From an optimization exercise on the open Yosys and OpenROAD flow, aimed at small area; shortcuts taken in it are not production practice. In this exercise RTL edits were held to simulation tests only and were not proved equivalent to the original. No activity file was given, so power comes from the tool's default toggle rates.

==> flow/design.v <==
`default_nettype none
module pps_phase_meas_n #(
    parameter int CH      = 5,
    parameter int LANES   = 4,
    parameter int CNT_W   = 20,
    parameter int DLY_CYC = 1000,
    localparam int SUM_W  = CNT_W + $clog2(LANES),
    localparam int DW     = SUM_W + 1
) (
    input  logic                  i_clk,
    input  logic                  i_res,
    input  logic [CH*LANES-1:0]   i_dt,
    output logic                  o_ph_en,
    output logic [CH*SUM_W-1:0]   o_ph,
    output logic [CH-1:0]         o_ph_vld,
    output logic [CH*DW-1:0]      o_dph,
    output logic                  o_busy
);
    localparam int NL    = CH * LANES;
    localparam int DLY_W = (DLY_CYC > 1) ? $clog2(DLY_CYC) : 1;
    localparam logic [DLY_W-1:0] c_DLY_LAST = DLY_W'(DLY_CYC - 1);
    localparam logic [1:0] c_ARMED = 2'd0;
    localparam logic [1:0] c_WAIT  = 2'd1;
    localparam logic [1:0] c_SUM   = 2'd2;
    localparam logic [1:0] c_OUT   = 2'd3;
    logic [1:0]       r_state;
    logic [NL-1:0]    r_p;
    logic [NL-1:0]    r_q;
    logic [CNT_W-1:0] r_cnt;
    logic [DLY_W-1:0] r_dly;
    logic [SUM_W-1:0] r_acc [CH];
    logic [SUM_W-1:0] r_ph  [CH];
    logic [CH-1:0]    r_vld;
    logic             w_run;
    logic [NL-1:0]    w_cap;
    logic [NL-1:0]    w_flag;
    logic [SUM_W-1:0] w_cnt1, w_cnt2, w_cnt3, w_cnt4;
    logic [SUM_W-1:0] w_add [CH];
    logic [CH-1:0]    w_all;
    assign w_run  = ~r_state[1];
    assign w_cap  = r_p & r_q & {NL{w_run}};
    assign w_flag = r_q & ~r_p;
    assign w_cnt1 = SUM_W'(r_cnt);
    assign w_cnt2 = SUM_W'({r_cnt, 1'b0});
    assign w_cnt4 = SUM_W'({r_cnt, 2'b00});
    assign w_cnt3 = w_cnt1 + w_cnt2;
    always_comb begin
        for (int c = 0; c < CH; c++) begin
            logic [2:0] k;
            k = '0;
            for (int l = 0; l < LANES; l++) k = k + 3'(w_cap[c*LANES + l]);
            case (k)
                3'd1:    w_add[c] = w_cnt1;
                3'd2:    w_add[c] = w_cnt2;
                3'd3:    w_add[c] = w_cnt3;
                3'd4:    w_add[c] = w_cnt4;
                default: w_add[c] = '0;
            endcase
            w_all[c] = &w_flag[c*LANES +: LANES];
        end
    end
    always_ff @(posedge i_clk) begin
        if (i_res) begin
            r_state <= c_ARMED;
            r_p     <= '0;
            r_q     <= '0;
            r_cnt   <= '0;
            r_dly   <= '0;
            r_vld   <= '0;
            for (int c = 0; c < CH; c++) begin
                r_acc[c] <= '0;
                r_ph[c]  <= '0;
            end
        end else begin
            for (int k = 0; k < NL; k++) begin
                if (r_q[k] && w_run) begin
                    r_p[k] <= 1'b0;
                    r_q[k] <= 1'b1;
                end else begin
                    r_p[k] <= i_dt[k];
                    r_q[k] <= i_dt[k] & ~r_p[k];
                end
            end
            for (int c = 0; c < CH; c++) r_acc[c] <= r_acc[c] + w_add[c];
            case (r_state)
                c_ARMED, c_WAIT: begin
                    if (r_cnt != {CNT_W{1'b1}}) r_cnt <= r_cnt + 1'b1;
                    if (r_state == c_ARMED) begin
                        r_dly <= '0;
                        if (r_p[0] && r_q[0]) r_state <= c_WAIT;
                    end else if (r_dly == c_DLY_LAST) begin
                        r_state <= c_SUM;
                    end else begin
                        r_dly <= r_dly + 1'b1;
                    end
                end
                c_SUM: begin
                    for (int c = 0; c < CH; c++) begin
                        r_ph[c]  <= r_acc[c];
                        r_acc[c] <= '0;
                    end
                    r_vld   <= w_all;
                    r_state <= c_OUT;
                end
                default: begin
                    r_cnt   <= '0;
                    r_state <= c_ARMED;
                end
            endcase
        end
    end
    generate
        for (genvar c = 0; c < CH; c++) begin : g_pack
            assign o_ph[c*SUM_W +: SUM_W] = r_ph[c];
            if (c == 0) begin : g_ref
                assign o_dph[c*DW +: DW] = '0;
            end else begin : g_diff
                assign o_dph[c*DW +: DW] = (r_vld[c] && r_vld[0])
                    ? (DW'(r_ph[c]) - DW'(r_ph[0])) : '0;
            end
        end
    endgenerate
    assign o_ph_en  = (r_state == c_OUT);
    assign o_ph_vld = r_vld;
    assign o_busy   = (r_state != c_ARMED);
endmodule
`default_nettype wire
==> flow/run.sh <==
#!/bin/bash
# synth_recipe.tcl (not shown) runs the flow's synth.tcl, then flattens the netlist and writes it again
# the make line also repeats each setting of config.mk as NAME=value (left out here)
make -C /OpenROAD-flow-scripts/flow DESIGN_CONFIG=/design/flow/config.mk WORK_HOME=/design/flow/orfs CLKGATE_MAP_FILE= SYNTH_SCRIPT=/design/flow/synth_recipe.tcl finish
==> flow/config.mk <==
export PLATFORM = sky130hd
export DESIGN_NAME = pps_phase_meas_n
export DESIGN_NICKNAME = pps_phase_meas_n
export VERILOG_FILES = /design/flow/design.v
export SDC_FILE = /design/flow/constraint.sdc
export NUM_CORES = 4
export LEC_CHECK = 0
export CAP_MARGIN = 20
export CORE_MARGIN = 2
export CORE_UTILIZATION = 40
export SLEW_MARGIN = 20
==> flow/constraint.sdc <==
create_clock -name core_clock -period 7.0 [get_ports {i_clk}]
set_input_delay 1.4000 -clock core_clock [delete_from_list [all_inputs] [get_ports {i_clk}]]
set_output_delay 1.4000 -clock core_clock [all_outputs]
set_load 0.01 [all_outputs]
==> key figures <==
STA
  • Slew headroom: a little over a fifth
  • F_max: 0.159 GHz
  • Worst Tran Pin Value: 1.18 ns
  • Setup TNS: 0 ns
  • Setup-failing EPs final: 0
  • Max Slew Vio Count: 0
  • Final worst path period need: 6.29 ns
  • Hold Fails Final Rpt: 0
  • Skew final: roughly 0.014 ns
  • Crit share post-route: 89.8%
  • RSZ-0062 raised after global routing: no

Status
  • Run status: no timing/DRC/antenna violations

Setup path
  • Max Fanout on Critical Path: 6
  • Reg2Reg Depth: 22
  • R2r setup slk: 0.97 ns
  • RR Startpoint: r_state[1]
  • Type of destination of the critical path: output pin
  • CP max-delay cell: dfxtp_1
  • CP Cell Sequence: ha_1 -> inv_1 -> fa_1 -> a21o_1 -> a21oi_1 -> o21bai_1 -> a211oi_1 -> a21oi_1 -> a221oi_1 -> o221ai_1 -> a211oi_1 -> nor2_1 -> nor3_1 -> clkdlybuf4s50_1
  • Critical Path AT: 4.89 ns
  • Setup CP Type: reg -> out
  • CP max stage delay: 0.81 ns
  • CP Launch Type: register
  • Critical R2R Capture: r_acc[3][20]
  • Critical Path RT: 5.60 ns

Yosys
  • Post-synth top area share: 26.4%
  • Fraction of registers with async set/reset: 0%
  • Simple-gate share of the synthesized area: approximately 20%
  • Mux cell area share after synthesis: 5.46%
  • Register bit count reported by yosys: around 300
  • Post-synthesis adder-cell area fraction: 14.0%
  • Post-synth EDFFs: 0
  • Register area share after synthesis: 26.4%
  • Netlist cell types: 72
  • Top post-synthesis cells by area: dfxtp_1 (26%), ha_1 (13%), nor2_1 (8.3%), mux2i_1 (5.2%), xor2_1 (4.2%)
  • Synth Area in Compound Gates: 21.0%
  • Largest family of logic cells by synthesized area: compound AO/OA/AOI/OAI gates
  • Post-Synth XOR/XNOR Area: 7.91%
  • Cell area after synthesis: 0.0225 mm^2
  • Cell accounting for the most synthesized area: dfxtp_1
  • Syn_area_per_cell: 8.02 um^2
  • Most used DFF post-synth: dfxtp_1
  • Yosys warns: 4
  • Cells after synthesis: 2803

Clocking
  • CTS tree: yes
  • Clk slew on worst S/H paths: 0.06 ns
  • Clock Latency Late Sink: between 0.5 and 0.6 ns
  • Longest Clk Path Bufs: 3
  • CTS Root Cell: clkbuf_16
  • Setup Buffers After CTS: 0
  • # hold bufs at CTS: 0
  • CTS resizes: 0
  • Num CTS Buffers: 35
  • Clock net sink count: 297
  • CTS H-tree lvls: 2

Min path
  • Hold Crit Class: reg -> reg
  • Min-Delay Path Depth: 2
  • Hold endpoint: r_q[6]
  • Hold path startpoint: r_q[6]

Global route
  • Initial antenna violation count: 2
  • First-pass GRT wire length: 115000 um
  • Largest net degree at the start of global routing: between 80 and 90
  • Gr ovfl total: 0
  • Total track usage: 25.7%
  • Vias in the first global route: ~20000

Place
  • Port Buffer Count: 230
  • RePlAce Congestion: 0.930
  • Area after DPL: 0.0253 mm^2
  • Detailed placement HPWL: 55700 um

Die
  • Die width: 241 um
  • Initial Util: around 41%
  • # IOs: 254
  • Die area: 0.0581 mm^2
  • Die Height: 241 um
  • Core Rows: 86
  • Core ar.: 0.0553 mm^2

Drt
  • DR WL/cell: 20.4 um
  • Vias/cell: 5.67
  • First-pass DRT Iterations: 6
  • Routed wire length: about 76000 um
  • Via count: 21100
  • Drc violations: 0
  • Final ANT Viol Nets: 0
  • Initial DRC count: 1583

Finish
  • Most used cells in the layout excluding fill and tap cells: nor2_1 (495), dfxtp_1 (297), clkdlybuf4s50_1 (229)
  • Most common cell after layout, fill and taps aside: nor2_1
  • Share of layout cells above drive strength 1: 4.23%
  • NumNets Final: 3216
  • Post-route cell area: roughly 0.027 mm^2
  • Area Overhead vs Synth: 18.1%

Power
  • P_leak: 0.0111 uW
  • Power Density: 146 mW/mm^2
  • Maximum VDD drop: 0.0000951 V

Job
  • Count of max-cap constraint violations: 0
-- worst max-delay path by stage --
stage,from,endpoint,slack [ns],depth (start not counted)
floorplan,r_state[1],r_acc[1][20],1.78,23
CTS,r_ph[0][0],o_dph[114],0.69,14
global placement,r_state[1],r_acc[1][20],1.13,20
global route,r_ph[0][0],o_dph[114],0.44,14
detailed placement,r_state[1],r_acc[2][20],1.12,18
finish,r_ph[0][0],o_dph[114],0.71,14
-- Yosys cell counts, types with 5 or more instances --
master    instances
and4_1            8
a21o_1           84
nor3_1           49
nor2b_1          55
mux2_2            5
buf_1             8
fa_1             15
nor3b_1          23
xor2_1          107
and3_1           36
a221o_1          76
buf_4            23
o211ai_1         10
and2_1           19
nand4_1          16
a21oi_1         173
a21boi_0          6
a22oi_1          89
a211oi_1         16
mux2i_1         117
nand2b_1         45
o21ai_0         107
or2_2            10
inv_1           109
o22ai_1           7
o21bai_1         11
clkbuf_1        140
nand3_1          45
or3_1            15
dfxtp_1         297
o21a_1           29
nand2_1         133
ha_1            228
nor2_1          495
xnor2_1          96
and3b_1           8
nor4bb_1          6
a31oi_1          14
-- critical path: cells and delay by family, from the launching register on --
family,cells,cell delay [ns]
simple gates,2,0.20
buf+inv,2,0.64
compound gates,8,2.00
fa+ha+maj,2,0.70
flops,1,0.81
-- metal layers --
| layer | GRT usage (%) | up-vias | part of all wire (%) |
|---|---|---|---|
| met5 | 0 | - | 0 |
| met4 | 13.1 | 0 | 5.2 |
| met3 | 4.93 | 150 | 6.7 |
| met2 | 42.3 | 701 | 46 |
| met1 | 31.9 | 10000 | 42 |
| li1 | - | 10200 | - |
-- per-stage QoR --
stage          hold WS, ns  std cells  setup slack (ns)  total power, uW  utilization (%)
2_1_floorplan        0.458       2825              1.78             1930                -
3_3_place_gp         0.474       3662              1.13             1990             45.8
3_5_place_dp         0.486       3662              1.12             1990             45.8
4_1_cts              0.496       3724             0.692             3910             48.0
5_1_grt              0.511       3724             0.443             4010             48.0
6_report             0.493       3725             0.714             3880             48.0
-- power breakdown --
part / internal, uW / leakage, uW / switching [uW]
Sequential: 1720 / 0.00240 / 24.4
Clock: 1180 / 0.000592 / 741
Combinational: 75.1 / 0.00807 / 145
-- cell families after synthesis --
group,count (synthesis)
buffers and inverters,281
other,1
AND/OR/NAND/NOR,972
XOR/XNOR,203
adder cells (fa/ha/maj),243
flip-flops,297
AO/OA/AOI/OAI,684
multiplexers,122
-- final cells by class --
cell class | count | area (um^2)
well taps | 748 | 936
diodes | 1 | 2.50
fillers | 5400 | 28800
clock buffers | 47 | 1020
repair buffers | 260 | 2520
clock inverters | 15 | 190
inverters | 110 | 413
multi-input cells | 2247 | 15500
flip-flops and latches | 297 | 5950
-- registers in the layout, summed over array words and instances, names as in the netlist --
signal	count
r_vld	5
r_dly	10
r_ph	110
r_q	20
r_state	2
r_acc	110
r_cnt	20
r_p	20

[separate check: timing with driven ports]
In the flow no input, the clock included, has a driving cell. The finished layout below was timed again as built, in two steps.
Step 1 assumes that a clkbuf_16 drives the clock port and a buf_2 every other input.
Step 2 times the ports against the registers' clock, not the clock port: input delays grow and output delays shrink by t, the midpoint of the rising clock arrivals with the driver on.
a / b / c = no drivers / after step 1 / after step 2; a / b = the first two.
t, ns: 0.595
setup WS [ns]: 0.714 / 0.661 / 0.965
hold WS [ns]: 0.493 / 0.493 / 0.493
worst slew at a driven data input, ns: 0.04
After both steps this run still meets setup and hold. For this run, drivers alone change the setup slack by -0.053 ns; drivers and shift together by +0.251 ns.
